Background: an optimization exercise with open tools, aiming at small area, a short achievable clock period and few clock cycles per item. Do not read the settings as production practice.
At most, simulation tests tie the RTL to the original design; equivalence was not proved.
The RTL of runs 1, 2 and 5 was laid out without a check of its function.

==> flow/design.v <==
package instr_register_pkg;
   localparam int unsigned NUM_REGS = 32;
   typedef logic [4:0]         address_t;
   typedef logic signed [31:0] operand_t;
   typedef logic signed [63:0] result_t;
   typedef enum logic [3:0] {
      ZERO  = 4'd0,
      PASSA = 4'd1,
      PASSB = 4'd2,
      ADD   = 4'd3,
      SUB   = 4'd4,
      MULT  = 4'd5,
      DIV   = 4'd6,
      MOD   = 4'd7
   } opcode_t;
   typedef struct packed {
      opcode_t  opc;
      operand_t a;
      operand_t b;
   } instruction_t;
endpackage
module instr_reader_alu
(
   input  logic [31:0] v,
   input  logic [31:0] y,
   input  logic [2:0]  bd,         
   output logic [31:0] v_next,
   output logic [1:0]  pbits
);
   logic one, two, neg;
   assign one = bd[1] ^ bd[0];
   assign two = (bd[2] & ~bd[1] & ~bd[0]) | (~bd[2] & bd[1] & bd[0]);
   assign neg = bd[2];
   logic [33:0] xa, ya, s;
   logic [34:0] c;
   always_comb begin
      xa = {{2{v[31]}}, v};
      ya = ({34{one}} & {{2{y[31]}}, y}) | ({34{two}} & {y[31], y, 1'b0});
      ya = ya ^ {34{neg}};
      c[0] = neg;
      for (int j = 0; j < 34; j++) begin
         s[j]   = xa[j] ^ ya[j] ^ c[j];
         c[j+1] = (xa[j] & ya[j]) | (xa[j] & c[j]) | (ya[j] & c[j]);
      end
   end
   assign v_next = s[33:2];
   assign pbits  = s[1:0];
endmodule
module instr_reader_div_row
(
   input  logic [31:0] v,
   input  logic [31:0] dn,
   input  logic        dc,
   input  logic        qin,
   output logic [31:0] v_next,
   output logic        qbit
);
   logic [32:0] xa, ya, s;
   logic [32:0] g0, p0;
   logic [33:0] gg, pp;
   always_comb begin
      xa = {1'b0, v};
      ya = {1'b1, dn};
      g0 = xa & ya;
      p0 = xa ^ ya;
      gg = {g0, dc};
      pp = {p0, 1'b0};
      for (int d = 1; d < 34; d = d * 2)
         for (int k = 2 * d - 1; k < 34; k = k + 2 * d) begin
            gg[k] = gg[k] | (pp[k] & gg[k - d]);
            pp[k] = pp[k] & pp[k - d];
         end
      for (int d = 16; d >= 1; d = d / 2)
         for (int k = 3 * d - 1; k < 34; k = k + 2 * d) begin
            gg[k] = gg[k] | (pp[k] & gg[k - d]);
            pp[k] = pp[k] & pp[k - d];
         end
      for (int i = 0; i < 33; i++) s[i] = p0[i] ^ gg[i];
   end
   assign qbit   = ~s[32];
   assign v_next = qbit ? {s[30:0], qin} : {v[30:0], qin};
endmodule
module instr_reader
(
   input  logic         clk,
   input  logic         reset,
   input  logic         start,
   input  instr_register_pkg::address_t     start_addr,
   input  logic [5:0]   num_instr,
   output instr_register_pkg::address_t     read_pointer,
   input  instr_register_pkg::instruction_t instruction_word,
   output logic         result_valid,
   input  logic         result_ready,
   output instr_register_pkg::result_t      result,
   output instr_register_pkg::address_t     result_addr,
   output instr_register_pkg::opcode_t      result_opc,
   output logic         div_by_zero,
   output logic         busy,
   output logic         done
);
   localparam int RM  = 8;         
   localparam int NGM = 32 / RM;
   localparam int RD  = 4;         
   localparam int NGD = 32 / RD;
   logic [5:0]  fetch_cnt;        
   logic        instr_v;          
   logic [2:0]  step;             
   instr_register_pkg::instruction_t instr_q;
   logic [63:0] res_q;
   wire [3:0]   opc = instr_q.opc;
   wire [31:0]  a   = instr_q.a;
   wire [31:0]  b   = instr_q.b;
   function automatic logic [3:0] groups_u(input logic [31:0] x);
      groups_u = '0;
      for (int j = 0; j < NGD; j++)
         if (x[j*RD +: RD] != '0) groups_u = 4'(j + 1);
   endfunction
   function automatic logic [2:0] groups_s(input logic [31:0] x);
      groups_s = 3'(NGM);
      for (int n = NGM - 1; n >= 1; n--)
         if (($signed(x) >>> (n*RM - 1)) == 32'sd0 || ($signed(x) >>> (n*RM - 1)) == -32'sd1)
            groups_s = 3'(n);
   endfunction
   wire        op_mul  = (opc == instr_register_pkg::MULT);
   wire        op_div  = (opc == instr_register_pkg::DIV);
   wire        op_mod  = (opc == instr_register_pkg::MOD);
   wire        op_add  = (opc == instr_register_pkg::ADD);
   wire        op_sub  = (opc == instr_register_pkg::SUB);
   wire        op_pa   = (opc == instr_register_pkg::PASSA);
   wire        op_pb   = (opc == instr_register_pkg::PASSB);
   wire        sa      = a[31];
   wire        sb      = b[31];
   wire        b_zero  = (b == '0);
   function automatic logic [31:0] cneg(input logic [31:0] x, input logic n);
      logic c;
      c = n;
      for (int i = 0; i < 32; i++) begin
         cneg[i] = x[i] ^ n ^ c;
         c       = (x[i] ^ n) & c;
      end
   endfunction
   wire [31:0] abs_a   = cneg(a, sa);
   wire [31:0] bm      = b ^ {32{sb}};         
   wire [3:0]  na      = groups_u(abs_a);
   wire [3:0]  nb      = groups_u(bm);
   wire        quick   = (na < nb);             
   wire [3:0]  kd_raw  = na - nb;               
   wire [2:0]  kd_m1   = (kd_raw > 4'(NGD - 1)) ? 3'(NGD - 1) : 3'(kd_raw);
   wire        long_div = (op_div || op_mod) && !b_zero && !quick;
   wire [2:0]  ga      = groups_s(a);
   wire [2:0]  gb      = groups_s(b);
   wire        swap    = (ga < gb);
   wire [1:0]  gm_m1   = op_mul ? 2'((swap ? ga : gb) - 3'd1) : 2'd0;
   wire [2:0]  last_step = long_div ? kd_m1 : {1'b0, gm_m1};
   wire        first   = (step == '0);
   wire        last    = (step == last_step);
   logic [31:0] h0, mb, hi0, lo0;
   always_comb begin
      if (op_add || op_sub || op_pa || (op_mod && !b_zero)) h0 = a;
      else if (op_pb)                                       h0 = b;
      else                                                  h0 = '0;
      if (op_mul)      mb = swap ? a : b;
      else if (op_add) mb = 32'd1;
      else if (op_sub) mb = '1;
      else             mb = '0;
      if (long_div) begin
         hi0 = abs_a >> (int'(kd_m1) * RD + RD - 1);
         lo0 = abs_a << (32 - (int'(kd_m1) * RD + RD));
      end else begin
         hi0 = h0;
         lo0 = mb;
      end
   end
   logic [31:0] hi_in, lo_in;
   assign hi_in = first ? hi0 : res_q[63:32];
   assign lo_in = first ? lo0 : res_q[31:0];
   wire        use_a   = op_mul && !swap;
   wire [31:0] mop     = use_a ? a : b;
   logic        bprev;                       
   logic [31:0] vm [0:RM/2];
   logic [RM-1:0] pbit;
   logic [RM:0] bwin;
   assign vm[0] = hi_in;
   assign bwin  = {lo_in[RM-1:0], first ? 1'b0 : bprev};
   for (genvar i = 0; i < RM / 2; i++) begin : g_mrow
      instr_reader_alu u_row (
         .v      (vm[i]),
         .y      (mop),
         .bd     (bwin[2*i +: 3]),
         .v_next (vm[i+1]),
         .pbits  (pbit[2*i +: 2])
      );
   end
   wire [31:0] dn      = ~bm;
   logic [31:0] vd [0:RD];
   logic [RD-1:0] qbit;
   assign vd[0] = hi_in;
   for (genvar i = 0; i < RD; i++) begin : g_drow
      instr_reader_div_row u_row (
         .v      (vd[i]),
         .dn     (dn),
         .dc     (~sb),
         .qin    (lo_in[30 - i]),
         .v_next (vd[i+1]),
         .qbit   (qbit[RD-1-i])
      );
   end
   logic [63:0] mul_res, div_res, next_res;
   logic [31:0] lo_m, lo_d, dv;
   logic        dneg;
   always_comb begin
      lo_m    = {pbit, lo_in[31:RM]};         
      lo_d    = {lo_in[31-RD:0], qbit};       
      mul_res = $signed({vm[RM/2], lo_m}) >>> (32 - (int'(gm_m1) + 1) * RM);
      dv      = op_div ? lo_d : {1'b0, vd[RD][31:1]};
      dneg    = op_div ? (sa ^ sb) : sa;
      div_res = {{32{dneg && (dv != '0)}}, cneg(dv, dneg)};
      if (long_div) next_res = last ? div_res : {vd[RD], lo_d};
      else          next_res = last ? mul_res : {vm[RM/2], lo_m};
   end
   wire out_free = !result_valid || result_ready;
   wire go       = instr_v && out_free;
   wire retire   = go && last;
   wire fetch    = busy && (fetch_cnt != '0) && (!instr_v || retire);
   always_ff @(posedge clk or posedge reset) begin
      if (reset) begin
         busy         <= 1'b0;
         done         <= 1'b0;
         result_valid <= 1'b0;
         instr_v      <= 1'b0;
         step         <= '0;
      end else begin
         if (!busy) begin
            if (start) begin
               busy <= 1'b1;
               done <= (num_instr == '0);
            end
         end else if (done) begin
            busy <= 1'b0;
            done <= 1'b0;
         end else if (result_valid && result_ready && !instr_v && fetch_cnt == '0) begin
            done <= 1'b1;
         end
         if (go) result_valid <= last;
         else if (result_ready) result_valid <= 1'b0;
         if (go) step <= last ? '0 : step + 3'd1;
         if (fetch) instr_v <= 1'b1;
         else if (retire) instr_v <= 1'b0;
      end
   end
   always_ff @(posedge clk) begin
      if (!busy && start) begin
         read_pointer <= start_addr;
         fetch_cnt    <= num_instr;
      end else if (fetch) begin
         read_pointer <= read_pointer + 5'd1;
         fetch_cnt    <= fetch_cnt - 6'd1;
      end
      if (fetch) instr_q <= instruction_word;
      if (go) res_q <= next_res;
      if (go) bprev <= lo_in[RM-1];
      if (retire) begin
         result_addr <= read_pointer - 5'd1;
         result_opc  <= instr_register_pkg::opcode_t'(opc);
         div_by_zero <= (op_div || op_mod) && b_zero;
      end
   end
   assign result = res_q;
endmodule
==> flow/flow/run.sh <==
#!/bin/bash
# Layout flow: the standard flow (standard.sh) with two changes.
#  1. Synthesis maps the logic with an area-oriented ABC script
#     (flow/area.abc: &nf area-recovering mapping under a delay target)
#     instead of ORFS's speed script. Everything else in synthesis is
#     the standard flow's script (synth_recipe.tcl) and ORFS's synth.tcl unchanged, so
#     the registers are the standard synthesis's.
#  2. Port buffers are sky130_fd_sc_hd__buf_2 cells.
# Each tool's output goes to a log of its own in this folder.
set -euo pipefail
W=$(pwd)
F=$W/flow
ABC_DELAY_PS=30000

# ORFS's synth.tcl with the ABC script and delay target replaced
sed "s|^  log_cmd abc {\*}\$abc_args|  set abc_args [lreplace \$abc_args 1 1 $F/area.abc]\n  set abc_args [lreplace \$abc_args end end $ABC_DELAY_PS]\n  log_cmd abc {*}\$abc_args|" \
   "$FLOW_HOME/scripts/synth.tcl" > "$W/synth_area.tcl"
grep -q "area.abc" "$W/synth_area.tcl"
sed "s|source \$::env(SCRIPTS_DIR)/synth.tcl|source $W/synth_area.tcl|" \
   "$W/synth_recipe.tcl" > "$W/synth_recipe_area.tcl"
grep -q "synth_area.tcl" "$W/synth_recipe_area.tcl"
sed "s|SYNTH_SCRIPT=[^ ]*|SYNTH_SCRIPT=$W/synth_recipe_area.tcl|" \
   "$W/standard.sh" > "$W/standard_area.sh"
grep -q "synth_recipe_area.tcl" "$W/standard_area.sh"

export BUFFER_PORTS_ARGS="-buffer_cell sky130_fd_sc_hd__buf_2"

bash "$W/standard_area.sh" synth > "$W/synth.log" 2>&1
bash "$W/standard.sh" > "$W/layout.log" 2>&1
test -s "$W/out/final.def"
==> flow/flow/area.abc <==
strash
&get -n
&fraig -x
&put
scorr
dc2
strash
&get -n
&dch -f
&nf {D}
&put
topo
stime -c
buffer -c
upsize {D}
dnsize {D}
==> flow/standard.sh <==
#!/bin/bash
# synth_recipe.tcl (not shown) runs the flow's synth.tcl, then flattens the netlist and writes it again
# the make line also repeats each setting of config.mk as NAME=value (left out here)
make -C /OpenROAD-flow-scripts/flow DESIGN_CONFIG=/design/flow/config.mk WORK_HOME=/design/flow/orfs CLKGATE_MAP_FILE= SYNTH_SCRIPT=/design/flow/synth_recipe.tcl "${@:-finish}"
==> flow/config.mk <==
export PLATFORM = sky130hd
export DESIGN_NAME = instr_reader
export DESIGN_NICKNAME = instr_reader
export VERILOG_FILES = /design/flow/design.v
export SDC_FILE = /design/flow/constraint.sdc
export NUM_CORES = 8
export LEC_CHECK = 0
export CAP_MARGIN = 20
export CORE_MARGIN = 2
export CORE_UTILIZATION = 40
export SETUP_SLACK_MARGIN = 5
export SLEW_MARGIN = 20
==> flow/constraint.sdc <==
create_clock -name core_clock -period 210.0 [get_ports {clk}]
set_input_delay 42.0000 -clock core_clock [delete_from_list [all_inputs] [get_ports {clk}]]
set_output_delay 42.0000 -clock core_clock [all_outputs]
set_load 0.01 [all_outputs]
==> run_results.csv, run 1 <==
group,metric,value,unit
sta,worst_slack,165.45,ns
worst_setup_path,crit_path_start_kind,"input pin",
sta,period_needed,44.55,ns
worst_setup_path,critPathCaptureType,"flip-flop",
routing,drt-total-wl,119300,microns
place,port_buffers,164,
logic_synthesis,synth_nets,3616,
routing,dr.max_layer_used,"met5",
clock_tree,htree_levels,4,
die,rows,93,
logic_synthesis,syn_inst,3149,
worst_setup_path,crit_top_cell,"nand2_1",
clock_tree,cts_setup_buffers,0,
sta,max_freq,0.02245,GHz
die,io_pins,165,
grt,track_usage,0.3492,
die,die-area,67550,sq um
routing,route.vias.total,26180,
clock_tree,root_buffer,"clkbuf_16",
place,post-place-ws,165.00,ns
logic_synthesis,yosys.area.top_type,"edfxtp_1",
routing,wl_per_cell,29.07,microns
hold_path,hold_start,"result_valid$_DFFE_PP0P_",
final_layout,drive_gt1_frac,0.1206,
grt,grt_overflow_total,0,
final_layout,finalNetCount,3697,
grt,antenna_found_initial,9,
sta,post-route-period-util,0.2121,
grt,grt_pass1_wl,170900,microns
grt,grt_pass1_vias,24570,
logic_synthesis,synth_edf_count,154,
logic_synthesis,netlist_top_cells_count,"nor2_1, nand2_1, a21oi_1, o21ai_0, ha_1",
logic_synthesis,ys_types,87,
sta,rsz0062_at_grt,"no",
worst_setup_path,slowest_delay,0.78,ns
worst_setup_path,cp_top_family,"buffers and inverters",
worst_setup_path,worstPathArrival,44.65,ns
die,core,64580,sq um
die,chipHeight,259.9,microns
sta,finalMaxSlewViolations,0,
final_layout,syn2layout_area_growth,10.30,%
clock_tree,cts_buffer_depth,2,
outcome,outcome,"finished clean",
routing,drc_errors,0,
sta,finalSetupTns,0,ns
place,dpl.hpwl,94050,microns
sta,relSlewSlack,0.1867,
die,start_util,0.4056,
worst_setup_path,path_buf_inv,5,
logic_synthesis,ys_ff_latch,161,
die,die_w,259.9,microns
sta,worst_pin_slew,1.189,ns
worst_setup_path,crit_fanout,69,
clock_tree,cts_sinks,161,
logic_synthesis,seq_area_frac_synth,0.1832,
routing,via_per_inst,6.382,
logic_synthesis,synth_ff_type,"edfxtp_1",
routing,initialDrtViolationCount,4057,
logic_synthesis,synth.area.top_cells,"edfxtp_1, fa_1, ha_1",
clock_tree,cts_resized,0,
place,place.gp.congestion,1.067,
run,maxCapViolations,0,
place,placed_cell_area,28260,sq um
worst_setup_path,slowest_stage,"buf_4",
worst_setup_path,required,210.10,ns
worst_setup_path,crit-reg2reg-launch,"instr_q[63]$_DFFE_PP_",
logic_synthesis,synthArstFlopShare,0.04348,
sta,setup_viol,0,
worst_setup_path,critical_path_class,"input pin to flip-flop",
routing,met2_length,48750,microns
clock_tree,clk_pin_slew,0.08,ns
logic_synthesis,yosysMostFrequentCell,"nor2_1",
logic_synthesis,syn_area,26200,sq um
routing,first_pass_iters,6,
final_layout,post-route-util,0.4474,
logic_synthesis,syn_avg_cell_area,8.319,sq um
worst_setup_path,crit_chain,"buf_2 -> nand2b_1 -> nand2_1 -> inv_2 -> buf_4 -> nand2_1 -> nand2_1 -> nand3_1 -> inv_2 -> buf_4",
routing,wl_met1,46870,microns
sta,fin_skew,0.01961,ns
routing,drt.antenna.violating_nets,0,
routing,met3_length,16600,microns
logic_synthesis,synth_top_cell_area_share,0.1765,
sta,hold_viol,0,
final_layout,final_cell_area,28900,sq um
clock_tree,cts_hold_buf,0,
clock_tree,cts_buffers,17,
worst_setup_path,critPathLaunch,"result_ready",
hold_path,hold_path.class,"flip-flop to flip-flop",
logic_synthesis,yosysWarnings,7,
clock_tree,tritoncts,"built",
clock_tree,clock_latency,0.47,ns
grt,grt_max_degree,85,
-- worst paths after layout --
| check | endpoint | slack [ns] | cells after the start |
|---|---|---|---|
| max | instr_q[34]$_DFFE_PP_ | 165.45 | 10 |
| min | result_valid$_DFFE_PP0P_ | 0.53 | 2 |
| max reg2reg | res_q[31]$_DFFE_PP_ | 170.54 | 182 |
| min reg2reg | result_valid$_DFFE_PP0P_ | 0.53 | 2 |
| max in group asynchronous | step[1]$_DFFE_PP0P_ | 168.30 | 2 |
| min in group asynchronous | result_valid$_DFFE_PP0P_ | 41.47 | 2 |
-- worst register-to-register path, delay by kind of cell (launching register included) --
| family | cells | cell delay [ns] |
|---|---|---|
| simple gates | 22 | 3.97 |
| compound gates | 79 | 16.92 |
| flops | 1 | 0.33 |
| xor+xnor | 5 | 0.95 |
| buf+inv | 9 | 2.47 |
| mux | 1 | 0.33 |
| fa+ha+maj | 66 | 14.20 |
-- per-stage QoR --
| step | cells | hold slack [ns] |
|---|---|---|
| 2_1_floorplan | 3149 | 0.4646 |
| 3_3_place_gp | 4066 | 0.5112 |
| 3_5_place_dp | 4066 | 0.5119 |
| 4_1_cts | 4098 | 0.5288 |
| 5_1_grt | 4098 | 0.5732 |
| 6_report | 4102 | 0.5317 |
-- final cells by class --
cell class / instances / area (sq um)
Tap cell: 855 / 1070
Multi-Input combinational cell: 2619 / 20160
Antenna cell: 4 / 10.01
Timing Repair Buffer: 273 / 1639
Sequential cell: 161 / 4800
Fill cell: 6580 / 35690
Clock inverter: 15 / 202.7
Inverter: 158 / 593.1
Clock buffer: 17 / 425.4
-- logic make-up after synthesis --
logic type	after synthesis	share of synthesized area
fa+ha+maj	387	0.2376
xor+xnor	311	0.1040
buf+inv	369	0.05435
flops	161	0.1832
simple gates	784	0.1320
compound gates	988	0.2307
mux	149	0.05817
-- cells in the final DEF, fill, tap and decap left out, drive strengths merged, types with 18 or more instances in the layout --
cell    Yosys  routed
nand4      22      22
inv       157     164
o211ai     18      18
nand3      31      31
o22ai     144     144
a31oi      29      29
o21ai     286     286
a21o       26      26
ha        199     199
mux2i     132     132
buf        29     273
xnor2     169     169
nor4       21      21
edfxtp    154     154
and2       23      23
fa        185     185
a211oi     38      38
xor2      142     142
o21a       31      31
a21oi     269     269
nor3       36      36
nand2     271     271
nor2      311     311
a22oi      30      30
-- sequential cells by signal, indices dropped and copies added (netlist names), 3 cells and up --
signal	cells
instr_q	68
res_q	64
fetch_cnt	6
read_pointer	5
result_addr	5
result_opc	4
step	3
-- per-layer routing --
metal / track usage / vias up
li1: - / 11460
met3: 0.1146 / 349
met4: 0.1600 / 6
met5: 0 / -
met2: 0.5047 / 1748
met1: 0.4703 / 12620
==> inputs of run 2 (changes only) <==
--- a/flow/design.v
+++ b/flow/design.v
@@ -22,62 +22,61 @@
 module instr_reader_alu
 (
+   input  logic        mul,
    input  logic [31:0] v,
    input  logic [31:0] y,
-   input  logic [2:0]  bd,         
+   input  logic [2:0]  bd,
+   input  logic        ysgn,
+   input  logic        qin,
    output logic [31:0] v_next,
-   output logic [1:0]  pbits
+   output logic [1:0]  obits
 );
    logic one, two, neg;
-   assign one = bd[1] ^ bd[0];
-   assign two = (bd[2] & ~bd[1] & ~bd[0]) | (~bd[2] & bd[1] & bd[0]);
-   assign neg = bd[2];
+   always_comb begin
+      if (mul) begin
+         one = bd[1] ^ bd[0];
+         two = (bd[2] & ~bd[1] & ~bd[0]) | (~bd[2] & bd[1] & bd[0]);
+         neg = bd[2];
+      end else begin
+         one = 1'b1;
+         two = 1'b0;
+         neg = ~ysgn;
+      end
+   end
    logic [33:0] xa, ya, s;
-   logic [34:0] c;
-   always_comb begin
-      xa = {{2{v[31]}}, v};
+   always_comb begin
+      xa = {{2{mul & v[31]}}, v};
       ya = ({34{one}} & {{2{y[31]}}, y}) | ({34{two}} & {y[31], y, 1'b0});
       ya = ya ^ {34{neg}};
-      c[0] = neg;
-      for (int j = 0; j < 34; j++) begin
-         s[j]   = xa[j] ^ ya[j] ^ c[j];
-         c[j+1] = (xa[j] & ya[j]) | (xa[j] & c[j]) | (ya[j] & c[j]);
-      end
-   end
-   assign v_next = s[33:2];
-   assign pbits  = s[1:0];
-endmodule
-module instr_reader_div_row
-(
-   input  logic [31:0] v,
-   input  logic [31:0] dn,
-   input  logic        dc,
-   input  logic        qin,
-   output logic [31:0] v_next,
-   output logic        qbit
-);
-   logic [32:0] xa, ya, s;
-   logic [32:0] g0, p0;
-   logic [33:0] gg, pp;
-   always_comb begin
-      xa = {1'b0, v};
-      ya = {1'b1, dn};
+   end
+   logic [33:0] g0, p0;
+   logic [34:0] gg, pp;
+   always_comb begin
       g0 = xa & ya;
       p0 = xa ^ ya;
-      gg = {g0, dc};
+      gg = {g0, neg};
       pp = {p0, 1'b0};
-      for (int d = 1; d < 34; d = d * 2)
-         for (int k = 2 * d - 1; k < 34; k = k + 2 * d) begin
+      for (int d = 1; d < 35; d = d * 2)
+         for (int k = 2 * d - 1; k < 35; k = k + 2 * d) begin
             gg[k] = gg[k] | (pp[k] & gg[k - d]);
             pp[k] = pp[k] & pp[k - d];
          end
       for (int d = 16; d >= 1; d = d / 2)
-         for (int k = 3 * d - 1; k < 34; k = k + 2 * d) begin
+         for (int k = 3 * d - 1; k < 35; k = k + 2 * d) begin
             gg[k] = gg[k] | (pp[k] & gg[k - d]);
             pp[k] = pp[k] & pp[k - d];
          end
-      for (int i = 0; i < 33; i++) s[i] = p0[i] ^ gg[i];
-   end
-   assign qbit   = ~s[32];
-   assign v_next = qbit ? {s[30:0], qin} : {v[30:0], qin};
+      for (int i = 0; i < 34; i++) s[i] = p0[i] ^ gg[i];
+   end
+   logic take;
+   assign take = ~s[32];
+   always_comb begin
+      if (mul) begin
+         v_next = s[33:2];
+         obits  = s[1:0];
+      end else begin
+         v_next = take ? {s[30:0], qin} : {v[30:0], qin};
+         obits  = {1'b0, take};
+      end
+   end
 endmodule
 module instr_reader
@@ -133,9 +132,16 @@
    wire        b_zero  = (b == '0);
    function automatic logic [31:0] cneg(input logic [31:0] x, input logic n);
-      logic c;
-      c = n;
-      for (int i = 0; i < 32; i++) begin
-         cneg[i] = x[i] ^ n ^ c;
-         c       = (x[i] ^ n) & c;
+      logic [31:0] xi;
+      logic [8:0]  cb;
+      logic        c;
+      xi    = x ^ {32{n}};
+      cb[0] = n;
+      for (int k = 0; k < 8; k++) cb[k+1] = cb[k] & (&xi[4*k +: 4]);
+      for (int k = 0; k < 8; k++) begin
+         c = cb[k];
+         for (int i = 4*k; i < 4*k + 4; i++) begin
+            cneg[i] = xi[i] ^ c;
+            c       = xi[i] & c;
+         end
       end
    endfunction
@@ -178,31 +184,26 @@
    wire [31:0] mop     = use_a ? a : b;
    logic        bprev;                       
-   logic [31:0] vm [0:RM/2];
-   logic [RM-1:0] pbit;
    logic [RM:0] bwin;
-   assign vm[0] = hi_in;
    assign bwin  = {lo_in[RM-1:0], first ? 1'b0 : bprev};
-   for (genvar i = 0; i < RM / 2; i++) begin : g_mrow
+   logic [31:0] vr [0:RD];
+   logic [1:0]  ob [0:RD-1];
+   assign vr[0] = hi_in;
+   for (genvar i = 0; i < RD; i++) begin : g_row
       instr_reader_alu u_row (
-         .v      (vm[i]),
+         .mul    (!long_div),
+         .v      (vr[i]),
          .y      (mop),
          .bd     (bwin[2*i +: 3]),
-         .v_next (vm[i+1]),
-         .pbits  (pbit[2*i +: 2])
+         .ysgn   (sb),
+         .qin    (lo_in[30 - i]),
+         .v_next (vr[i+1]),
+         .obits  (ob[i])
       );
    end
-   wire [31:0] dn      = ~bm;
-   logic [31:0] vd [0:RD];
+   logic [RM-1:0] pbit;
    logic [RD-1:0] qbit;
-   assign vd[0] = hi_in;
-   for (genvar i = 0; i < RD; i++) begin : g_drow
-      instr_reader_div_row u_row (
-         .v      (vd[i]),
-         .dn     (dn),
-         .dc     (~sb),
-         .qin    (lo_in[30 - i]),
-         .v_next (vd[i+1]),
-         .qbit   (qbit[RD-1-i])
-      );
+   for (genvar i = 0; i < RD; i++) begin : g_bits
+      assign pbit[2*i +: 2] = ob[i];
+      assign qbit[RD-1-i]   = ob[i][0];
    end
    logic [63:0] mul_res, div_res, next_res;
@@ -212,15 +213,16 @@
       lo_m    = {pbit, lo_in[31:RM]};         
       lo_d    = {lo_in[31-RD:0], qbit};       
-      mul_res = $signed({vm[RM/2], lo_m}) >>> (32 - (int'(gm_m1) + 1) * RM);
-      dv      = op_div ? lo_d : {1'b0, vd[RD][31:1]};
+      mul_res = $signed({vr[RD], lo_m}) >>> (32 - (int'(gm_m1) + 1) * RM);
+      dv      = op_div ? lo_d : {1'b0, vr[RD][31:1]};
       dneg    = op_div ? (sa ^ sb) : sa;
       div_res = {{32{dneg && (dv != '0)}}, cneg(dv, dneg)};
-      if (long_div) next_res = last ? div_res : {vd[RD], lo_d};
-      else          next_res = last ? mul_res : {vm[RM/2], lo_m};
-   end
-   wire out_free = !result_valid || result_ready;
-   wire go       = instr_v && out_free;
-   wire retire   = go && last;
-   wire fetch    = busy && (fetch_cnt != '0) && (!instr_v || retire);
+      if (long_div) next_res = last ? div_res : {vr[RD], lo_d};
+      else          next_res = last ? mul_res : {vr[RD], lo_m};
+   end
+   logic replay;
+   wire  out_free = !result_valid || result_ready;
+   wire  go       = instr_v && !replay && out_free;
+   wire  retire   = go && last;
+   wire  fetch    = busy && (fetch_cnt != '0) && !replay && (!instr_v || last);
    always_ff @(posedge clk or posedge reset) begin
       if (reset) begin
@@ -229,4 +231,5 @@
          result_valid <= 1'b0;
          instr_v      <= 1'b0;
+         replay       <= 1'b0;
          step         <= '0;
       end else begin
@@ -245,6 +248,7 @@
          else if (result_ready) result_valid <= 1'b0;
          if (go) step <= last ? '0 : step + 3'd1;
+         replay <= fetch && instr_v && !go;
          if (fetch) instr_v <= 1'b1;
-         else if (retire) instr_v <= 1'b0;
+         else if (replay || retire) instr_v <= 1'b0;
       end
    end
@@ -256,4 +260,7 @@
          read_pointer <= read_pointer + 5'd1;
          fetch_cnt    <= fetch_cnt - 6'd1;
+      end else if (replay) begin
+         read_pointer <= read_pointer - 5'd2;
+         fetch_cnt    <= fetch_cnt + 6'd2;
       end
       if (fetch) instr_q <= instruction_word;
--- a/flow/flow/run.sh
+++ b/flow/flow/run.sh
@@ -2,5 +2,6 @@
 # Layout flow: the standard flow (standard.sh) with two changes.
 #  1. Synthesis maps the logic with an area-oriented ABC script
-#     (flow/area.abc: &nf area-recovering mapping under a delay target)
+#     (flow/area.abc: choice computation and &nf mapping, without the
+#     repeated delay-oriented restructuring of the speed script)
 #     instead of ORFS's speed script. Everything else in synthesis is
 #     the standard flow's script (synth_recipe.tcl) and ORFS's synth.tcl unchanged, so
==> flow/flow/area.abc (replaced) <==
strash
&get -n
&dch -f
&nf
&put
topo
stime -c
buffer -c
upsize -c
dnsize -c
==> run_results.csv, run 2 <==
group,metric,value,unit
outcome,outcome,"finished clean",
logic_synthesis,synthArstFlopShare,0.04938,
logic_synthesis,synth.area.top_cells,"edfxtp_1, ha_1, a21oi_1",
worst_setup_path,required,210.30,ns
worst_setup_path,critPathCaptureType,"flip-flop",
routing,drt-total-wl,113400,microns
clock_tree,clock_latency,0.46,ns
routing,drc_errors,0,
worst_setup_path,crit_chain,"buf_2 -> nand2b_1 -> nand2b_1 -> inv_2 -> buf_4 -> nand2_1 -> xor2_1 -> nor2_1",
worst_setup_path,path_buf_inv,3,
logic_synthesis,synth_nets,3632,
sta,post-route-period-util,0.2059,
final_layout,finalNetCount,3663,
final_layout,syn2layout_area_growth,9.326,%
worst_setup_path,crit-reg2reg-launch,"instr_q[63]$_DFFE_PP_",
clock_tree,cts_setup_buffers,0,
sta,max_freq,0.02313,GHz
grt,grt_overflow_total,0,
clock_tree,tritoncts,"built",
sta,rsz0062_at_grt,"no",
hold_path,hold_start,"done$_DFFE_PP0P_",
logic_synthesis,syn_avg_cell_area,7.640,sq um
sta,relSlewSlack,0.1803,
logic_synthesis,seq_area_frac_synth,0.1921,
die,die-area,64810,sq um
final_layout,largest_reg_flops,68,
routing,drt.antenna.violating_nets,0,
die,chipHeight,254.6,microns
die,die_w,254.6,microns
worst_setup_path,crit_path_start_kind,"input pin",
logic_synthesis,yosysMostFrequentCell,"nand2_1",
worst_setup_path,crit_top_cell,"nand2b_1",
grt,grt_pass1_wl,162900,microns
final_layout,top_regs,"instr_q x68, res_q x64, fetch_cnt x6",
sta,hold_viol,0,
worst_setup_path,reg2reg_slack,178.68,ns
final_layout,mostFrequentLayoutCells,"nand2_1, nor2_1, a21oi_1",
worst_setup_path,critPathLaunch,"result_ready",
logic_synthesis,netlist_top_cells_count,"nand2_1, nor2_1, a21oi_1, o21ai_0, ha_1",
die,start_util,0.4055,
grt,grt_pass1_vias,24130,
routing,initialDrtViolationCount,4204,
worst_setup_path,cp_top_family,"buffers and inverters",
clock_tree,root_buffer,"clkbuf_16",
logic_synthesis,ys_types,87,
grt,antenna_found_initial,1,
place,port_buffers,164,
die,rows,91,
worst_setup_path,reg2reg_depth,112,
logic_synthesis,yosys.area.top_type,"edfxtp_1",
logic_synthesis,yosysWarnings,5,
routing,route.vias.total,27100,
sta,period_needed,43.23,ns
clock_tree,clk_pin_slew,0.07,ns
final_layout,drive_gt1_frac,0.1060,
grt,track_usage,0.3402,
die,core,61940,sq um
routing,first_pass_iters,9,
grt,grt_max_degree,81,
sta,worst_pin_slew,1.230,ns
hold_path,whs_endpoint,"busy$_DFF_PP0_",
sta,finalMaxSlewViolations,0,
sta,fin_skew,0.01518,ns
worst_setup_path,critical_path_class,"input pin to flip-flop",
final_layout,largest-register,"instr_q",
run,maxCapViolations,0,
clock_tree,htree_levels,4,
sta,finalSetupTns,0,ns
clock_tree,cts_sinks,162,
logic_synthesis,synth_top_cell_area_share,0.1841,
routing,via_per_inst,6.501,
clock_tree,cts_buffers,17,
sta,setup_viol,0,
worst_setup_path,crit_fanout,67,
logic_synthesis,synth_ff_type,"edfxtp_1",
clock_tree,cts_buffer_depth,2,
place,dpl.hpwl,86220,microns
hold_path,hold_path.class,"flip-flop to flip-flop",
worst_setup_path,worstPathArrival,43.53,ns
clock_tree,cts_hold_buf,0,
logic_synthesis,ys_ff_latch,162,
hold_path,min_path_cells,1,
logic_synthesis,syn_inst,3287,
routing,wl_per_cell,27.21,microns
place,place.gp.congestion,1.052,
logic_synthesis,syn_area,25110,sq um
clock_tree,cts_resized,0,
worst_setup_path,slowest_delay,0.72,ns
sta,whs,0.5312,ns
die,io_pins,165,
worst_setup_path,r2r_end,"res_q[31]$_DFFE_PP_",
worst_setup_path,slowest_stage,"buf_4",
final_layout,final_common_cell,"nand2_1",
logic_synthesis,synth_edf_count,154,
-- run 2: logic make-up (layout without fill, tap and decap cells) --
family | count (synthesis) | count (layout) | synth area share
mux | 103 | 103 | 0.04145
fa+ha+maj | 262 | 262 | 0.1500
flops | 162 | 162 | 0.1921
xor+xnor | 297 | 297 | 0.1039
other cells | 0 | 1 | 0
simple gates | 920 | 920 | 0.1638
buf+inv | 384 | 428 | 0.05874
compound gates | 1159 | 1159 | 0.2901
-- run 2: worst max path at each step --
stage	end	slack (ns)	cells past startpoint
after detailed placement	step[2]$_DFFE_PP0P_	166.33	8
after global placement	step[2]$_DFFE_PP0P_	166.32	8
final	step[2]$_DFFE_PP0P_	166.77	8
after global routing	step[2]$_DFFE_PP0P_	166.64	8
after CTS	step[2]$_DFFE_PP0P_	166.80	8
after floorplan	step[2]$_DFFE_PP0P_	165.93	6
-- run 2: stage by stage --
step	setup WS (ns)	cells	instance area [sq um]	util
finish	166.77	4169	27460	0.4433
global route	166.64	4168	27450	0.4432
CTS	166.80	4167	27450	0.4431
detailed placement	166.33	4135	26840	0.4333
global placement	166.32	4135	26830	0.4332
floorplan	165.93	3287	25110	-
-- run 2: final cells by class --
type | count | area [sq um]
Antenna cell | 1 | 2.502
Clock buffer | 17 | 425.4
Clock inverter | 15 | 180.2
Fill cell | 6494 | 34480
Inverter | 150 | 563.0
Multi-Input combinational cell | 2741 | 18980
Sequential cell | 162 | 4825
Tap cell | 837 | 1047
Timing Repair Buffer | 246 | 1436
-- run 2: layer usage --
metal	track usage	vias to the layer above	routed length [microns]
met5	0	-	0
met4	0.1711	0	6910
met2	0.4975	1873	46350
met3	0.09002	347	14670
met1	0.4603	12800	45500
li1	-	12090	-
-- run 2: worst register-to-register path: cells and delay by family (launching register included) --
kind,cells,cell delay (ns)
and+or+nand+nor,28,7.91
DFF,1,0.32
AOI/OAI and AO/OA,46,12.00
xor gates and xnor gates,8,2.55
adders and majority gates,18,5.56
buffers and inverters,12,2.76
==> inputs of run 3 (changes only) <==
--- a/flow/design.v
+++ b/flow/design.v
@@ -118,5 +118,5 @@
       groups_s = 3'(NGM);
       for (int n = NGM - 1; n >= 1; n--)
-         if (($signed(x) >>> (n*RM - 1)) == 32'sd0 || ($signed(x) >>> (n*RM - 1)) == -32'sd1)
+         if (((x ^ {32{x[31]}}) >> (n*RM - 1)) == '0)
             groups_s = 3'(n);
    endfunction
@@ -207,5 +207,6 @@
       assign qbit[RD-1-i]   = ob[i][0];
    end
-   logic [63:0] mul_res, div_res, next_res;
+   logic [63:0] mul_t, mul_res, div_res, next_res;
+   logic [1:0]  msh;
    logic [31:0] lo_m, lo_d, dv;
    logic        dneg;
@@ -213,10 +214,12 @@
       lo_m    = {pbit, lo_in[31:RM]};         
       lo_d    = {lo_in[31-RD:0], qbit};       
-      mul_res = $signed({vr[RD], lo_m}) >>> (32 - (int'(gm_m1) + 1) * RM);
+      msh     = last ? ~gm_m1 : 2'd0;
+      mul_t   = msh[1] ? {{16{vr[RD][31]}}, vr[RD], lo_m[31:16]} : {vr[RD], lo_m};
+      mul_res = msh[0] ? {{8{mul_t[63]}}, mul_t[63:8]} : mul_t;
       dv      = op_div ? lo_d : {1'b0, vr[RD][31:1]};
       dneg    = op_div ? (sa ^ sb) : sa;
       div_res = {{32{dneg && (dv != '0)}}, cneg(dv, dneg)};
       if (long_div) next_res = last ? div_res : {vr[RD], lo_d};
-      else          next_res = last ? mul_res : {vr[RD], lo_m};
+      else          next_res = mul_res;
    end
    logic replay;
@@ -265,6 +268,6 @@
       end
       if (fetch) instr_q <= instruction_word;
-      if (go) res_q <= next_res;
-      if (go) bprev <= lo_in[RM-1];
+      if (out_free) res_q <= next_res;
+      bprev <= lo_in[RM-1];
       if (retire) begin
          result_addr <= read_pointer - 5'd1;
==> flow/flow/run.sh (replaced) <==
#!/bin/bash
# Layout flow: the standard flow (standard.sh) with two changes.
#  1. Synthesis maps the combinational logic with flow/area.abc (two rounds
#     of dc2 AIG restructuring, then choice computation and &nf mapping,
#     instead of the delay-oriented restructuring of ORFS's speed script). Everything else in synthesis
#     is the standard flow's synth_recipe.tcl and ORFS's synth.tcl unchanged, so the
#     registers are those of the standard synthesis.
#  2. Port buffers are sky130_fd_sc_hd__buf_1 cells.
# Each tool's output goes to a log of its own in this folder.
set -euo pipefail
W=$(pwd)
F=$W/flow

# ORFS's synth.tcl with the ABC script replaced
sed "s|^  log_cmd abc {\*}\$abc_args|  set abc_args [lreplace \$abc_args 1 1 $F/area.abc]\n  log_cmd abc {*}\$abc_args|" \
   "$FLOW_HOME/scripts/synth.tcl" > "$W/synth_area.tcl"
grep -q "area.abc" "$W/synth_area.tcl"
sed "s|source \$::env(SCRIPTS_DIR)/synth.tcl|source $W/synth_area.tcl|" \
   "$W/synth_recipe.tcl" > "$W/synth_recipe_area.tcl"
grep -q "synth_area.tcl" "$W/synth_recipe_area.tcl"
sed "s|SYNTH_SCRIPT=[^ ]*|SYNTH_SCRIPT=$W/synth_recipe_area.tcl|" \
   "$W/standard.sh" > "$W/standard_area.sh"
grep -q "synth_recipe_area.tcl" "$W/standard_area.sh"

export BUFFER_PORTS_ARGS="-buffer_cell sky130_fd_sc_hd__buf_1"

bash "$W/standard_area.sh" synth > "$W/synth.log" 2>&1
bash "$W/standard.sh" > "$W/layout.log" 2>&1
test -s "$W/out/final.def"
==> flow/flow/area.abc (replaced) <==
strash
dc2
dc2
&get -n
&dch -f
&nf
&put
topo
stime -c
buffer -c
upsize -c
dnsize -c
==> run_results.csv, run 3 <==
group,metric,value,unit
hold_path,hold_path.class,"flip-flop to flip-flop",
grt,grt_overflow_total,0,
sta,relSlewSlack,0.2142,
place,place.gp.congestion,1.050,
logic_synthesis,synth_edf_count,153,
die,die_w,245.3,microns
final_layout,largest-register,"instr_q",
sta,setup_viol,0,
routing,drc_errors,0,
final_layout,syn2layout_area_growth,8.642,%
die,io_pins,165,
final_layout,mostFrequentLayoutCells,"a21oi_1, nand2_1, o21ai_0",
place,port_buffers,164,
routing,first_pass_iters,7,
run,maxCapViolations,0,
place,dpl.hpwl,86880,microns
clock_tree,tritoncts,"built",
clock_tree,clk_pin_slew,0.06,ns
grt,grt_max_degree,74,
logic_synthesis,ys_ff_latch,162,
worst_setup_path,slowest_delay,0.80,ns
final_layout,final_common_cell,"a21oi_1",
routing,drt-total-wl,110000,microns
sta,rsz0062_at_grt,"no",
logic_synthesis,synth_top_cell_area_share,0.1973,
sta,max_freq,0.02276,GHz
clock_tree,cts_resized,0,
sta,finalMaxSlewViolations,0,
grt,antenna_found_initial,2,
logic_synthesis,yosysWarnings,5,
routing,via_per_inst,6.579,
sta,finalSetupTns,0,ns
logic_synthesis,yosysMostFrequentCell,"a21oi_1",
final_layout,top_regs,"instr_q x68, res_q x64, fetch_cnt x6",
worst_setup_path,crit_fanout,67,
routing,wl_per_cell,29.17,microns
worst_setup_path,crit_chain,"buf_1 -> nand2b_4 -> nand2b_1 -> nor2_1",
logic_synthesis,syn_inst,2944,
clock_tree,cts_sinks,162,
sta,worst_pin_slew,1.171,ns
routing,route.vias.total,24820,
worst_setup_path,critical_path_class,"input pin to flip-flop",
sta,fin_skew,0.02010,ns
logic_synthesis,synth_nets,3288,
final_layout,final_cell_area,25290,sq um
grt,grt_pass1_wl,159800,microns
logic_synthesis,synth.area.top_cells,"edfxtp_1, ha_1, a21oi_1",
clock_tree,cts_buffers,17,
logic_synthesis,syn_area,23280,sq um
worst_setup_path,required,210.08,ns
die,die-area,60150,sq um
worst_setup_path,crit_path_start_kind,"input pin",
routing,drt.antenna.violating_nets,0,
final_layout,finalNetCount,3337,
place,placed_cells,3739,
clock_tree,cts_buffer_depth,2,
grt,grt_pass1_vias,23760,
worst_setup_path,slowest_stage,"nor2_1",
grt,track_usage,0.3600,
clock_tree,cts_hold_buf,0,
worst_setup_path,critPathCaptureType,"flip-flop",
logic_synthesis,synthArstFlopShare,0.04938,
clock_tree,clock_latency,0.47,ns
final_layout,drive_gt1_frac,0.05622,
logic_synthesis,seq_area_frac_synth,0.2068,
routing,initialDrtViolationCount,3299,
logic_synthesis,synth_ff_type,"edfxtp_1",
clock_tree,cts_setup_buffers,0,
clock_tree,htree_levels,4,
clock_tree,root_buffer,"clkbuf_16",
die,start_util,0.4043,
final_layout,largest_reg_flops,68,
worst_setup_path,worstPathArrival,44.01,ns
sta,period_needed,43.93,ns
logic_synthesis,yosys.area.top_type,"edfxtp_1",
sta,hold_viol,0,
logic_synthesis,ys_types,78,
die,chipHeight,245.3,microns
outcome,outcome,"finished clean",
place,placed_cell_area,24720,sq um
die,rows,88,
logic_synthesis,syn_avg_cell_area,7.908,sq um
final_layout,stdcell_count,3772,
die,core,57590,sq um
sta,whs,0.5173,ns
final_layout,post-route-util,0.4392,
sta,post-route-period-util,0.2092,
logic_synthesis,netlist_top_cells_count,"a21oi_1, nand2_1, o21ai_0, nor2_1, ha_1",
## run 3: changes by cell type in the layout (fill, tap and decap cells not counted), moves of 30 or more
cell      before  now
buf_2        164    0
a211oi_1      47    8
o211ai_1      48   11
xor2_1       137  167
o22ai_1      113  145
nor2_1       330  239
buf_1          0  164
nand2_1      333  276
## run 3: logic make-up (layout without fill, tap and decap cells)
logic type / Yosys count / count (layout) / synth area share
adder cells (fa/ha/maj): 261 / 261 / 0.1612
AO/OA/AOI/OAI: 1093 / 1093 / 0.2923
buffers and inverters: 346 / 408 / 0.05751
multiplexers: 92 / 92 / 0.04031
flip-flops: 162 / 162 / 0.2068
XOR/XNOR: 292 / 292 / 0.1099
other: 0 / 1 / 0
AND/OR/NAND/NOR: 698 / 698 / 0.1320
## run 3: routing by layer
layer,global-route usage,routed length (microns),share of wire,vias to the layer above
met1,0.4680,43030,0.39,12060
met2,0.5565,47860,0.44,1609
met3,0.07282,11940,0.11,317
met5,0,31,0.00028,-
li1,-,-,-,10820
met4,0.2018,7160,0.065,4
## run 3: worst max-delay path: cells and delay by family
kind | cells | cell delay [ns]
buf+inv | 1 | 0.12
simple gates | 3 | 1.87
## run 3: layout make-up
cell class	count	area, sq um
clock inverter	10	96.34
multi-input combinational	2436	17270
fill	5877	32290
tap	765	957.2
clock buffer	22	464.2
timing repair buffer	237	1164
antenna	1	2.502
inverter	139	521.8
sequential	162	4815
## run 3: final timing paths
path / to / start / slack (ns) / cells after the start
max in group asynchronous: step[1]$_DFFE_PP0P_ / reset / 168.30 / 2
setup / recovery: div_by_zero$_DFFE_PP_ / result_ready / 166.07 / 4
min in group asynchronous: step[0]$_DFFE_PP0P_ / reset / 41.45 / 2
setup reg to reg: res_q[31]$_DFFE_PN_ / instr_q[63]$_DFFE_PP_ / 171.96 / 167
hold reg to reg: busy$_DFF_PP0_ / done$_DFFE_PP0P_ / 0.52 / 1
hold / removal: busy$_DFF_PP0_ / done$_DFFE_PP0P_ / 0.52 / 1
## run 3: per-stage QoR
step,setup slack (ns)
6_report,166.07
4_1_cts,166.05
3_5_place_dp,165.61
3_3_place_gp,165.66
2_1_floorplan,165.08
5_1_grt,165.88
Testbench counts of run 3, summed over its fixed seeds: cycles 10,452, items 6,351.
==> inputs of run 4 (changes only) <==
--- a/flow/flow/run.sh
+++ b/flow/flow/run.sh
@@ -1,10 +1,10 @@
 #!/bin/bash
 # Layout flow: the standard flow (standard.sh) with two changes.
-#  1. Synthesis maps the combinational logic with flow/area.abc (two rounds
-#     of dc2 AIG restructuring, then choice computation and &nf mapping,
-#     instead of the delay-oriented restructuring of ORFS's speed script). Everything else in synthesis
+#  1. Synthesis maps the combinational logic with flow/area.abc (ABC choice
+#     computation and &nf mapping, without the repeated delay-oriented
+#     restructuring of ORFS's speed script). Everything else in synthesis
 #     is the standard flow's synth_recipe.tcl and ORFS's synth.tcl unchanged, so the
 #     registers are those of the standard synthesis.
-#  2. Port buffers are sky130_fd_sc_hd__buf_1 cells.
+#  2. Port buffers are sky130_fd_sc_hd__buf_2 cells.
 # Each tool's output goes to a log of its own in this folder.
 set -euo pipefail
@@ -23,5 +23,5 @@
 grep -q "synth_recipe_area.tcl" "$W/standard_area.sh"
 
-export BUFFER_PORTS_ARGS="-buffer_cell sky130_fd_sc_hd__buf_1"
+export BUFFER_PORTS_ARGS="-buffer_cell sky130_fd_sc_hd__buf_2"
 
 bash "$W/standard_area.sh" synth > "$W/synth.log" 2>&1
==> flow/flow/area.abc (replaced) <==
strash
&get -n
&dch -f
&nf
&put
topo
stime -c
buffer -c
upsize -c
dnsize -c
==> run_results.csv, run 4 <==
group,metric,value,unit
worst_setup_path,critical_path_class,"input pin to flip-flop",
final_layout,final-seq-area,4815,sq um
run,maxCapViolations,0,
hold_path,hold_start,"done$_DFFE_PP0P_",
sta,worst_slack,166.29,ns
logic_synthesis,synthArstFlopShare,0.04938,
final_layout,largest_reg_flops,68,
sta,fin_skew,0.01319,ns
routing,drc_errors,0,
grt,antenna_found_initial,4,
final_layout,mostFrequentLayoutCells,"nand2_1, nor2_1, a21oi_1",
worst_setup_path,crit-reg2reg-launch,"instr_q[63]$_DFFE_PP_",
worst_setup_path,cp_top_family,"simple AND/OR/NAND/NOR gates",
worst_setup_path,reg2reg_depth,108,
final_layout,fillCellCount,6367,
place,port_buffers,164,
logic_synthesis,synth_nets,3434,
logic_synthesis,syn_area,24760,sq um
sta,rsz0062_at_grt,"no",
place,dpl.hpwl,85100,microns
routing,via_per_inst,6.495,
logic_synthesis,netlist_top_cells_count,"nand2_1, nor2_1, a21oi_1, o21ai_0, ha_1",
logic_synthesis,syn_avg_cell_area,8.014,sq um
die,start_util,0.4028,
grt,track_usage,0.3334,
logic_synthesis,syn_inst,3090,
clock_tree,tritoncts,"built",
logic_synthesis,yosysWarnings,5,
clock_tree,clock_latency,0.46,ns
sta,hold_viol,0,
hold_path,min_path_cells,1,
sta,finalMaxSlewViolations,0,
final_layout,drive_gt1_frac,0.1272,
final_layout,multi_input_area,18540,sq um
worst_setup_path,critPathCaptureType,"flip-flop",
outcome,outcome,"finished clean",
place,place.gp.congestion,1.046,
routing,wl_per_cell,27.96,microns
worst_setup_path,path_buf_inv,1,
worst_setup_path,reg2reg_slack,180.33,ns
worst_setup_path,slowest_delay,0.72,ns
worst_setup_path,crit_path_start_kind,"input pin",
sta,post-route-period-util,0.2082,
die,core,61480,sq um
clock_tree,cts_buffers,17,
logic_synthesis,synth.area.top_cells,"edfxtp_1, ha_1, xnor2_1",
clock_tree,cts_setup_buffers,0,
sta,period_needed,43.72,ns
sta,relSlewSlack,0.1799,
final_layout,top_regs,"instr_q x68, res_q x64, fetch_cnt x6",
sta,setup_viol,0,
logic_synthesis,seq_area_frac_synth,0.1944,
clock_tree,cts_resized,0,
logic_synthesis,synth_top_cell_area_share,0.1855,
grt,grt_overflow_total,0,
clock_tree,cts_sinks,162,
die,die_w,252.8,microns
logic_synthesis,synth_ff_type,"edfxtp_1",
worst_setup_path,required,210.09,ns
final_layout,stdcell_count,3937,
worst_setup_path,slowest_stage,"nand2b_4",
routing,route.vias.total,25570,
routing,first_pass_iters,6,
logic_synthesis,ys_types,105,
grt,grt_pass1_vias,23030,
final_layout,syn2layout_area_growth,8.599,%
routing,initialDrtViolationCount,3788,
hold_path,hold_path.class,"flip-flop to flip-flop",
grt,grt_pass1_wl,157300,microns
final_layout,largest-register,"instr_q",
clock_tree,root_buffer,"clkbuf_16",
clock_tree,clk_pin_slew,0.07,ns
logic_synthesis,synth_edf_count,153,
sta,worst_pin_slew,1.196,ns
clock_tree,cts_buffer_depth,2,
routing,drt-total-wl,110100,microns
place,placed_cells,3901,
routing,drt.antenna.violating_nets,0,
logic_synthesis,yosys.area.top_type,"edfxtp_1",
worst_setup_path,worstPathArrival,43.80,ns
clock_tree,cts_hold_buf,0,
die,rows,91,
hold_path,whs_endpoint,"busy$_DFF_PP0_",
sta,finalSetupTns,0,ns
worst_setup_path,crit_chain,"buf_2 -> nand2b_4 -> nand2b_1 -> nor2_2",
sta,max_freq,0.02288,GHz
final_layout,final_common_cell,"nand2_1",
grt,grt_max_degree,82,
die,chipHeight,252.8,microns
worst_setup_path,r2r_end,"res_q[31]$_DFFE_PN_",
final_layout,finalNetCount,3476,
die,io_pins,165,
clock_tree,htree_levels,4,
place,post-place-ws,165.44,ns
die,die-area,63920,sq um
sta,whs,0.5212,ns
logic_synthesis,ys_ff_latch,162,
worst_setup_path,crit_fanout,66,
==> run 4: changes by cell type in the layout (fill, tap and decap cells not counted), sizes merged, moves of 18 or more <==
cell and change:
xor2 -27, xnor2 +52, o22ai -28, a31oi +27, inv +18, o221ai +22
a21oi -49, nor2 +35
==> run 4: metrics by stage <==
stage	util	area, sq um
6_report	0.4374	26890
5_1_grt	0.4373	26890
4_1_cts	0.4368	26850
3_5_place_dp	0.4275	26280
3_3_place_gp	0.4274	26280
2_1_floorplan	-	24760
==> run 4: cell families (layout without fill, tap and decap cells) <==
family / count (synthesis) / count (layout) / synth area share
fa+ha+maj: 261 / 261 / 0.1516
compound gates: 1078 / 1078 / 0.2842
other cells: 0 / 2 / 0
buf+inv: 373 / 428 / 0.06184
flops: 162 / 162 / 0.1944
xor+xnor: 317 / 317 / 0.1139
simple gates: 780 / 780 / 0.1453
mux: 119 / 119 / 0.04881
==> run 4: layout make-up <==
cell class,instances,share of cell area
antenna,2,0.0001861
clock buffer,18,0.01596
clock inverter,14,0.005257
inverter,156,0.02177
multi-input combinational,2555,0.6892
sequential,162,0.1790
tap,790,0.03675
timing repair buffer,240,0.05183
==> run 4: worst max-delay path by stage <==
stage / from / end / slack (ns) / cells past startpoint
3_3_place_gp: result_ready / div_by_zero$_DFFE_PP_ / 165.52 / 4
2_1_floorplan: result_ready / div_by_zero$_DFFE_PP_ / 165.00 / 3
5_1_grt: result_ready / result_addr[1]$_DFFE_PP_ / 166.12 / 4
4_1_cts: result_ready / result_addr[1]$_DFFE_PP_ / 165.91 / 4
6_report: result_ready / result_addr[1]$_DFFE_PP_ / 166.29 / 4
3_5_place_dp: result_ready / result_opc[0]$_DFFE_PP_ / 165.44 / 4
==> run 4: routing by layer <==
layer | vias to the layer above | GRT usage | routed length, microns
met5 | - | 0 | 27
met4 | 4 | 0.1491 | 5592
met3 | 280 | 0.08388 | 13260
met2 | 1616 | 0.4910 | 46310
met1 | 12210 | 0.4579 | 44880
li1 | 11460 | - | -
==> inputs of run 5 (changes only) <==
--- a/flow/design.v
+++ b/flow/design.v
@@ -163,9 +163,7 @@
    logic [31:0] h0, mb, hi0, lo0;
    always_comb begin
-      if (op_add || op_sub || op_pa || (op_mod && !b_zero)) h0 = a;
-      else if (op_pb)                                       h0 = b;
-      else                                                  h0 = '0;
-      if (op_mul)      mb = swap ? a : b;
-      else if (op_add) mb = 32'd1;
+      h0 = (op_add || op_sub || op_pa || (op_mod && !b_zero)) ? a : '0;
+      if (op_mul)                mb = swap ? a : b;
+      else if (op_add || op_pb)  mb = 32'd1;
       else if (op_sub) mb = '1;
       else             mb = '0;
@@ -268,11 +266,11 @@
       end
       if (fetch) instr_q <= instruction_word;
-      if (out_free) res_q <= next_res;
-      bprev <= lo_in[RM-1];
-      if (retire) begin
+      if (out_free) begin
+         res_q       <= next_res;
          result_addr <= read_pointer - 5'd1;
          result_opc  <= instr_register_pkg::opcode_t'(opc);
          div_by_zero <= (op_div || op_mod) && b_zero;
       end
+      bprev <= lo_in[RM-1];
    end
    assign result = res_q;
--- a/flow/flow/run.sh
+++ b/flow/flow/run.sh
@@ -1,10 +1,11 @@
 #!/bin/bash
 # Layout flow: the standard flow (standard.sh) with two changes.
-#  1. Synthesis maps the combinational logic with flow/area.abc (ABC choice
-#     computation and &nf mapping, without the repeated delay-oriented
-#     restructuring of ORFS's speed script). Everything else in synthesis
-#     is the standard flow's synth_recipe.tcl and ORFS's synth.tcl unchanged, so the
-#     registers are those of the standard synthesis.
-#  2. Port buffers are sky130_fd_sc_hd__buf_2 cells.
+#  1. Synthesis maps the combinational logic with flow/area.abc (two rounds
+#     of dc2 AIG restructuring, then choice computation and &nf mapping,
+#     instead of the delay-oriented restructuring of ORFS's speed script).
+#     Everything else in synthesis is the standard flow's synth_recipe.tcl and ORFS's
+#     synth.tcl unchanged, so the registers are those of the standard
+#     synthesis.
+#  2. Port buffers are sky130_fd_sc_hd__buf_1 cells.
 # Each tool's output goes to a log of its own in this folder.
 set -euo pipefail
@@ -23,5 +24,5 @@
 grep -q "synth_recipe_area.tcl" "$W/standard_area.sh"
 
-export BUFFER_PORTS_ARGS="-buffer_cell sky130_fd_sc_hd__buf_2"
+export BUFFER_PORTS_ARGS="-buffer_cell sky130_fd_sc_hd__buf_1"
 
 bash "$W/standard_area.sh" synth > "$W/synth.log" 2>&1
==> flow/flow/area.abc (replaced) <==
strash
dc2
dc2
&get -n
&dch -f
&nf
&put
topo
stime -c
buffer -c
upsize -c
dnsize -c
--- a/flow/config.mk
+++ b/flow/config.mk
@@ -9,4 +9,5 @@
 export CORE_MARGIN = 2
 export CORE_UTILIZATION = 40
+export CTS_BUF_LIST = sky130_fd_sc_hd__clkbuf_4 sky130_fd_sc_hd__clkbuf_8
 export SETUP_SLACK_MARGIN = 5
 export SLEW_MARGIN = 20
==> run_results.csv, run 5 <==
group,metric,value,unit
logic_synthesis,syn_inst,2880,
worst_setup_path,critPathCaptureType,"flip-flop",
die,io_pins,165,
worst_setup_path,required,210.44,ns
place,port_buffers,164,
sta,finalMaxSlewViolations,0,
routing,via_per_inst,6.589,
die,chipHeight,243.5,microns
worst_setup_path,critical_path_class,"input pin to flip-flop",
clock_tree,htree_levels,4,
logic_synthesis,synth_edf_count,153,
logic_synthesis,synth_nets,3224,
logic_synthesis,yosysWarnings,5,
clock_tree,cts_buffers,17,
sta,relSlewSlack,0.1623,
logic_synthesis,yosysMostFrequentCell,"nand2_1",
grt,grt_overflow_total,0,
grt,grt_pass1_vias,23860,
place,place.gp.congestion,1.099,
hold_path,hold_path.class,"flip-flop to flip-flop",
routing,initialDrtViolationCount,3425,
grt,grt_max_degree,114,
routing,met3_length,12970,microns
worst_setup_path,crit_chain,"buf_1 -> nand2b_4 -> buf_4 -> nand2b_1 -> nor2_1 -> nor2_1 -> a21oi_1",
grt,antenna_found_initial,7,
clock_tree,clk_pin_slew,0.10,ns
sta,setup_viol,0,
routing,wl_met1,42490,microns
routing,drt-total-wl,109400,microns
grt,track_usage,0.3597,
clock_tree,cts_buffer_depth,2,
place,dpl.hpwl,85990,microns
clock_tree,root_buffer,"clkbuf_8",
final_layout,largest_reg_flops,68,
routing,drc_errors,0,
worst_setup_path,slowest_delay,0.75,ns
final_layout,fillCellCount,5776,
logic_synthesis,ys_types,90,
die,core,56500,sq um
worst_setup_path,slowest_stage,"buf_4",
final_layout,final_common_cell,"nand2_1",
logic_synthesis,ys_ff_latch,162,
clock_tree,cts_sinks,162,
routing,first_pass_iters,9,
logic_synthesis,syn_avg_cell_area,7.966,sq um
routing,route.vias.total,24530,
final_layout,stdcell_count,3723,
logic_synthesis,synth_ff_type,"edfxtp_1",
logic_synthesis,syn_area,22940,sq um
routing,wl_per_cell,29.38,microns
routing,drt.antenna.violating_nets,0,
worst_setup_path,crit_fanout,66,
sta,finalSetupTns,0,ns
die,start_util,0.4061,
final_layout,syn2layout_area_growth,9.047,%
worst_setup_path,crit_path_start_kind,"input pin",
clock_tree,tritoncts,"built",
sta,period_needed,43.30,ns
logic_synthesis,synth.area.top_cells,"edfxtp_1, ha_1, a21oi_1",
logic_synthesis,netlist_top_cells_count,"nand2_1, a21oi_1, nor2_1, o21ai_0, ha_1",
routing,met2_length,47440,microns
final_layout,largest-register,"instr_q",
worst_setup_path,path_buf_inv,2,
logic_synthesis,seq_area_frac_synth,0.2098,
final_layout,top_regs,"instr_q x68, res_q x64, fetch_cnt x6",
clock_tree,cts_hold_buf,0,
sta,fin_skew,0.02872,ns
clock_tree,cts_resized,0,
sta,rsz0062_at_grt,"no",
run,maxCapViolations,0,
clock_tree,cts_setup_buffers,0,
sta,worst_pin_slew,1.240,ns
logic_synthesis,yosys.area.top_type,"edfxtp_1",
grt,grt_pass1_wl,159300,microns
sta,post-route-period-util,0.2062,
place,placed_cells,3688,
routing,dr.max_layer_used,"met5",
worst_setup_path,worstPathArrival,43.74,ns
final_layout,drive_gt1_frac,0.06883,
worst_setup_path,cp_top_family,"buffers and inverters",
sta,hold_viol,0,
logic_synthesis,synth_top_cell_area_share,0.2003,
sta,max_freq,0.02310,GHz
die,die-area,59290,sq um
outcome,outcome,"finished clean",
die,rows,87,
worst_setup_path,crit_top_cell,"nor2_1",
final_layout,mostFrequentLayoutCells,"nand2_1, a21oi_1, nor2_1",
final_layout,finalNetCount,3295,
die,die_w,243.5,microns
clock_tree,clock_latency,0.51,ns
logic_synthesis,synthArstFlopShare,0.04938,
run 5: cell count changes in the layout (fill, tap and decap cells not counted), moves of 19 or more:
cell / previous run / this run
buf_2: 166 / 0
buf_1: 0 / 164
nor2_1: 270 / 223
mux2i_1: 102 / 64
o21ai_0: 249 / 213
nand2_1: 276 / 303
o22ai_1: 116 / 141
o221ai_1: 33 / 12
a21oi_1: 264 / 283
run 5: final cells by class:
type,instances,area [sq um],share of cell area
Antenna cell,3,7.507,0.0003001
Clock buffer,18,241.5,0.009652
Clock inverter,14,190.2,0.007602
Inverter,149,559.3,0.02235
Multi-Input combinational cell,2368,16960,0.6780
Sequential cell,162,4815,0.1924
Tap cell,756,945.9,0.03781
Timing Repair Buffer,253,1296,0.05181
run 5: worst paths after layout:
path,start,to,slack (ns),depth (start not counted)
setup / recovery,result_ready,step[0]$_DFFE_PP0P_,166.70,7
hold / removal,instr_q[65]$_DFFE_PP_,result_opc[1]$_DFFE_PN_,0.53,0
min in group asynchronous,reset,busy$_DFF_PP0_,41.40,2
max in group asynchronous,reset,step[1]$_DFFE_PP0P_,168.33,2
hold reg to reg,instr_q[65]$_DFFE_PP_,result_opc[1]$_DFFE_PN_,0.53,0
setup reg to reg,instr_q[63]$_DFFE_PP_,res_q[31]$_DFFE_PN_,171.60,178
run 5: cell families after synthesis:
logic type / count (synthesis) / share of synthesized area
compound gates: 1014 / 0.2813
simple gates: 718 / 0.1387
buf+inv: 350 / 0.05862
xor+xnor: 297 / 0.1134
fa+ha+maj: 261 / 0.1636
flops: 162 / 0.2098
mux: 78 / 0.03447
run 5: through the flow:
stage / worst slack, ns / util / instance area [sq um] / hold WS [ns]
after global placement: 166.21 / 0.4342 / 24530 / 0.5217
final: 166.70 / 0.4429 / 25020 / 0.5268
after detailed placement: 166.20 / 0.4347 / 24560 / 0.4993
after global routing: 166.56 / 0.4427 / 25010 / 0.5557
after floorplan: 165.37 / - / 22940 / 0.4662
after CTS: 166.73 / 0.4423 / 24990 / 0.5340
run 5: metal layers:
metal	vias up	GRT usage
li1	10650	-
met1	11900	0.4521
met2	1621	0.5516
met3	346	0.1176
met4	8	0.1810
met5	-	0

-- static timing again, ports no longer ideal --
Ports are ideal in the flow. The routed layouts listed here were re-timed in OpenROAD.
Step 1 assumes that a clkbuf_16 drives the clock port and a buf_2 every other input.
Step 2 times the ports against the registers' clock, not the clock port: input delays grow and output delays shrink by t, the midpoint of the rising clock arrivals with the driver on.
a / b / c = ideal / step 1 / step 2; a / b = the first two.
| run | t (ns) | slack for setup (ns) | hold WS [ns] | worst setup path after step 2 | worst register clock-pin slew, ns |
|---|---|---|---|---|---|
| run 1 | 0.510 | 165.453 / 165.455 / 164.944 | 0.532 / 0.532 / 0.532 | input to register | 0.08 / 0.08 |
| run 2 | 0.502 | 166.769 / 166.769 / 166.284 | 0.531 / 0.531 / 0.531 | input to register | 0.08 / 0.08 |
| run 3 | 0.506 | 166.068 / 166.093 / 165.587 | 0.517 / 0.517 / 0.517 | input to register | 0.08 / 0.08 |
| run 4 | 0.496 | 166.285 / 166.302 / 165.805 | 0.521 / 0.521 / 0.521 | input to register | 0.08 / 0.08 |
| run 5 | 0.544 | 166.703 / 166.679 / 166.181 | 0.527 / 0.527 / 0.527 | input to register | 0.11 / 0.11 |
After both steps every run listed still meets setup and hold. For run 5, which loses most, drivers alone change the setup slack by -0.024 ns; drivers and shift together by -0.522 ns.
